What follows belongs to an exercise in optimizing a design on an open flow for small area, a short achievable clock period and few clock cycles; a production flow would make more cautious choices. The RTL was checked by simulation tests, not by an equivalence proof against the original design. No activity file was given, so power comes from the tool's default toggle rates.

==> flow/design.v (excerpt) <==
module least_served_grant_arbiter_core #(
    parameter int MAX_SLAVES = lsga_pkg::MAX_SLAVES_DEF
) (
    input  logic                 i_clk,
    input  logic                 i_rst_n,
    input  logic                 i_cfg_we,
    input  logic [lsga_pkg::IDX_W-1:0]     i_cfg_wdata,       
    input  logic                 i_s_axis_tvalid,
    output logic                 o_s_axis_tready,
    input  logic [lsga_pkg::S_TDATA_W-1:0] i_s_axis_tdata,    
    input  logic [lsga_pkg::OPCODE_W-1:0]  i_s_axis_tuser,    
    output logic                 o_m_axis_tvalid,
    input  logic                 i_m_axis_tready,
    output logic [lsga_pkg::M_TDATA_W-1:0] o_m_axis_tdata     
);
    localparam int N   = MAX_SLAVES;
    localparam int SW  = lsga_pkg::SERVED_W;
    localparam int BW  = lsga_pkg::BYTES_W;
    localparam int DW  = lsga_pkg::DEST_W;
    localparam int IW  = lsga_pkg::IDX_W;
    localparam logic [IW-1:0] ACT_RST = (N < lsga_pkg::ACTIVE_RESET) ? IW'(N) : IW'(lsga_pkg::ACTIVE_RESET);
    logic [1:0]    w_op;
    logic [IW-1:0] w_idx;
    logic [BW-1:0] w_bytes;
    logic [DW-1:0] w_dest;
    assign w_op    = i_s_axis_tuser;
    assign w_idx   = i_s_axis_tdata[IW-1:0];
    assign w_bytes = i_s_axis_tdata[IW +: BW];
    assign w_dest  = i_s_axis_tdata[IW+BW +: DW];
    logic          r_out_valid;
    logic [22:0]   r_out_data;
    logic [N-1:0]  r_act;        
    logic [N-1:0]  w_flag;
  ...
Settings: LEC_CHECK=0, CAP_MARGIN=20, CORE_MARGIN=2, CORE_UTILIZATION=45, CTS_CLUSTER_DIAMETER=70, CTS_CLUSTER_SIZE=26, SETUP_SLACK_MARGIN=3.0, SLEW_MARGIN=20, TNS_END_PERCENT=0; clock period 5.0 ns.
run.sh (not shown) runs the stock make flow with config.mk's settings and CLKGATE_MAP_FILE= SYNTH_SCRIPT=/design/flow/synth_recipe.tcl, a recipe that flattens the netlist after the stock synthesis.
The baseline finished clean.
Testbench counts at the start, summed over its fixed seeds: cycles 12,129.
==> next run, changes <==
--- a/flow/config.mk
+++ b/flow/config.mk
@@ -10,6 +10,6 @@
 export CORE_UTILIZATION = 45
-export CTS_CLUSTER_DIAMETER = 70
-export CTS_CLUSTER_SIZE = 26
-export SETUP_SLACK_MARGIN = 3.0
+export CTS_CLUSTER_DIAMETER = 80
+export CTS_CLUSTER_SIZE = 30
+export SETUP_SLACK_MARGIN = 1.7
 export SLEW_MARGIN = 20
-export TNS_END_PERCENT = 0
+export TNS_END_PERCENT = 5
=>
- non-clock buffer count grows by 20
- wire length hardly moves
- setup slack loses 0.11 ns
- global-route usage came out higher by 0.22 points
- design area goes down slightly
- critical path depth does not change

========
least_served_grant_arbiter_core, a different RTL version from the one above (not shown whole).
Size: ~3300 cells after synthesis.
==> flow/config.mk <==
export PLATFORM = sky130hd
export DESIGN_NAME = least_served_grant_arbiter_core
export DESIGN_NICKNAME = least_served_grant_arbiter_core
export VERILOG_FILES = /design/flow/design.v
export SDC_FILE = /design/flow/constraint.sdc
export NUM_CORES = 4
export LEC_CHECK = 0
export CAP_MARGIN = 20
export CORE_MARGIN = 2
export CORE_UTILIZATION = 40
export CTS_CLUSTER_DIAMETER = 70
export CTS_CLUSTER_SIZE = 26
export PLACE_DENSITY = 0.75
export SETUP_SLACK_MARGIN = 2.6
export SLEW_MARGIN = 20
export TNS_END_PERCENT = 0
==> flow/constraint.sdc <==
create_clock -name core_clock -period 5.0 [get_ports {i_clk}]
set_input_delay 1.0000 -clock core_clock [delete_from_list [all_inputs] [get_ports {i_clk}]]
set_output_delay 1.0000 -clock core_clock [all_outputs]
set_load 0.01 [all_outputs]
The starting point completed with no timing, DRC or antenna violations.
Testbench counts at the start, summed over its fixed seeds: cycles 12,129.
Next try:
CORE_UTILIZATION = 45   (was 40)
SYNTH_HIERARCHICAL = 1   (was not set)
The changed run passed the timing, DRC and antenna checks.
Design area barely changes.
Non-clock buffer count drops by 99.
Via count is lower by a few percent.
Register-to-register slack degrades by 260 ps.
Core utilization climbs by 4.3 points.
Next try:
CORE_UTILIZATION = 50   (was 45)
PLACE_DENSITY = 0.7   (was 0.75)
SYNTH_HIERARCHICAL = not set   (was 1)
Outcome: The changed run finished with timing, DRC and antenna clean; via count increases by 6.1%; clock-buffer cell count increases by 3; combinational power decreases by about 7%; power increases by about 0.9%; synthesized area decreases by about 3.4%.

========
Setup of wip/maple:
RTL: one of the versions met above, not the one the previous note started from.
For scale: roughly 3200 cells after synthesis, ~61 I/O pins.
Settings: LEC_CHECK=0, CAP_MARGIN=20, CORE_MARGIN=2, CORE_UTILIZATION=55, CTS_CLUSTER_DIAMETER=70, CTS_CLUSTER_SIZE=26, PLACE_DENSITY=0.8, SETUP_SLACK_MARGIN=2.6, SLEW_MARGIN=20, TNS_END_PERCENT=0; clock period 5.0 ns.
wip/maple finished every step from synthesis to the final layout, and the layout passed the timing, DRC and antenna checks.
Testbench counts of wip/maple, summed over its fixed seeds: cycles 12,129.
Input changes introduced in wip/fjord (baseline for comparison: wip/maple):
Settings: removing PLACE_DENSITY (formerly 0.8); changing CORE_UTILIZATION from 55 to 45.
Notes after the runs:
- | buffering overhead | wip/fjord vs wip/maple | ≈ equal |
- [compare] base=wip/maple new=wip/fjord: power share of the clock group moved up, final critical-path share of the clock period moved down, cell area moved up, power in sequential cells level.
- wip/fjord reports its slowest library cell on the worst path as sky130_fd_sc_hd__dfxtp_4 while wip/maple reports sky130_fd_sc_hd__a221oi_2.
- Utilization, wip/maple and wip/fjord: lower on wip/fjord
- wip/fjord against wip/maple: setup slack shows an increase of 54 ps; cell count shows an increase of 205; power after layout shows an increase of 1.1%; hold slack shows an increase of 16 ps.
[inputs] wip/delta vs wip/fjord
Settings: PLACE_DENSITY newly set to 0.75.
--- outcome ---
Taking wip/fjord as the reference, in wip/delta non-clock buffer total of the final layout rose about 1.9%; routed wire length down 6.4%; first-pass GRT wire length down 4.9%. Looking at end point of the critical path, the r_m[2][4] result is from wip/fjord; the g_cell[5].u_cell.r_flag one comes from wip/delta. Between wip/delta and wip/fjord, the overall power consumption figures differ only marginally. Compared with wip/fjord, in wip/delta core utilization flat, fraction of the mapped netlist area in compound gates has remained practically unchanged, worst setup margin increased by 39 ps relative to the old numbers, maximum clock rate has increased.

==> port drivers added, routing unchanged <==
The flow's constraints put no driver on any port. The routed layouts listed below were extracted and timed again, unchanged, in two steps. Step 1 sets driving cells, clkbuf_16 on the clock port and buf_2 on the other inputs (assumed; they add their load-dependent delay and slew). Step 2 adds t to the input delays and takes it off the output delays; t is the mean of the earliest and latest rising clock arrival at the registers after step 1. Input paths then give back, and output paths get back, about the clock's delay inside the block. Slacks: ideal ports / drivers / drivers and shift; pairs: ideal ports / drivers.
run	shift t [ns]	setup slack, ns	latest minus earliest clock arrival (ns)	worst register clock-pin slew, ns
the first run of note 1	0.698	1.661 / 1.661 / 1.141	0.033 / 0.033	0.11 / 0.11
the second run of note 1	0.691	1.552 / 1.552 / 1.072	0.032 / 0.032	0.12 / 0.12
the first run of note 2	0.693	2.011 / 2.011 / 1.485	0.037 / 0.036	0.11 / 0.11
the second run of note 2	0.690	1.756 / 1.756 / 1.277	0.039 / 0.039	0.11 / 0.11
the third run of note 2	0.708	1.963 / 1.963 / 1.390	0.041 / 0.041	0.10 / 0.10
wip/maple	0.706	1.607 / 1.607 / 0.958	0.041 / 0.041	0.11 / 0.11
wip/fjord	0.698	1.661 / 1.661 / 1.141	0.033 / 0.033	0.11 / 0.11
wip/delta	0.699	1.700 / 1.715 / 1.035	0.059 / 0.060	0.11 / 0.11
After both steps every run listed still meets setup and hold. The setup slack of wip/delta, which loses most, moves by +0.015 ns with the drivers and by -0.665 ns with both steps.
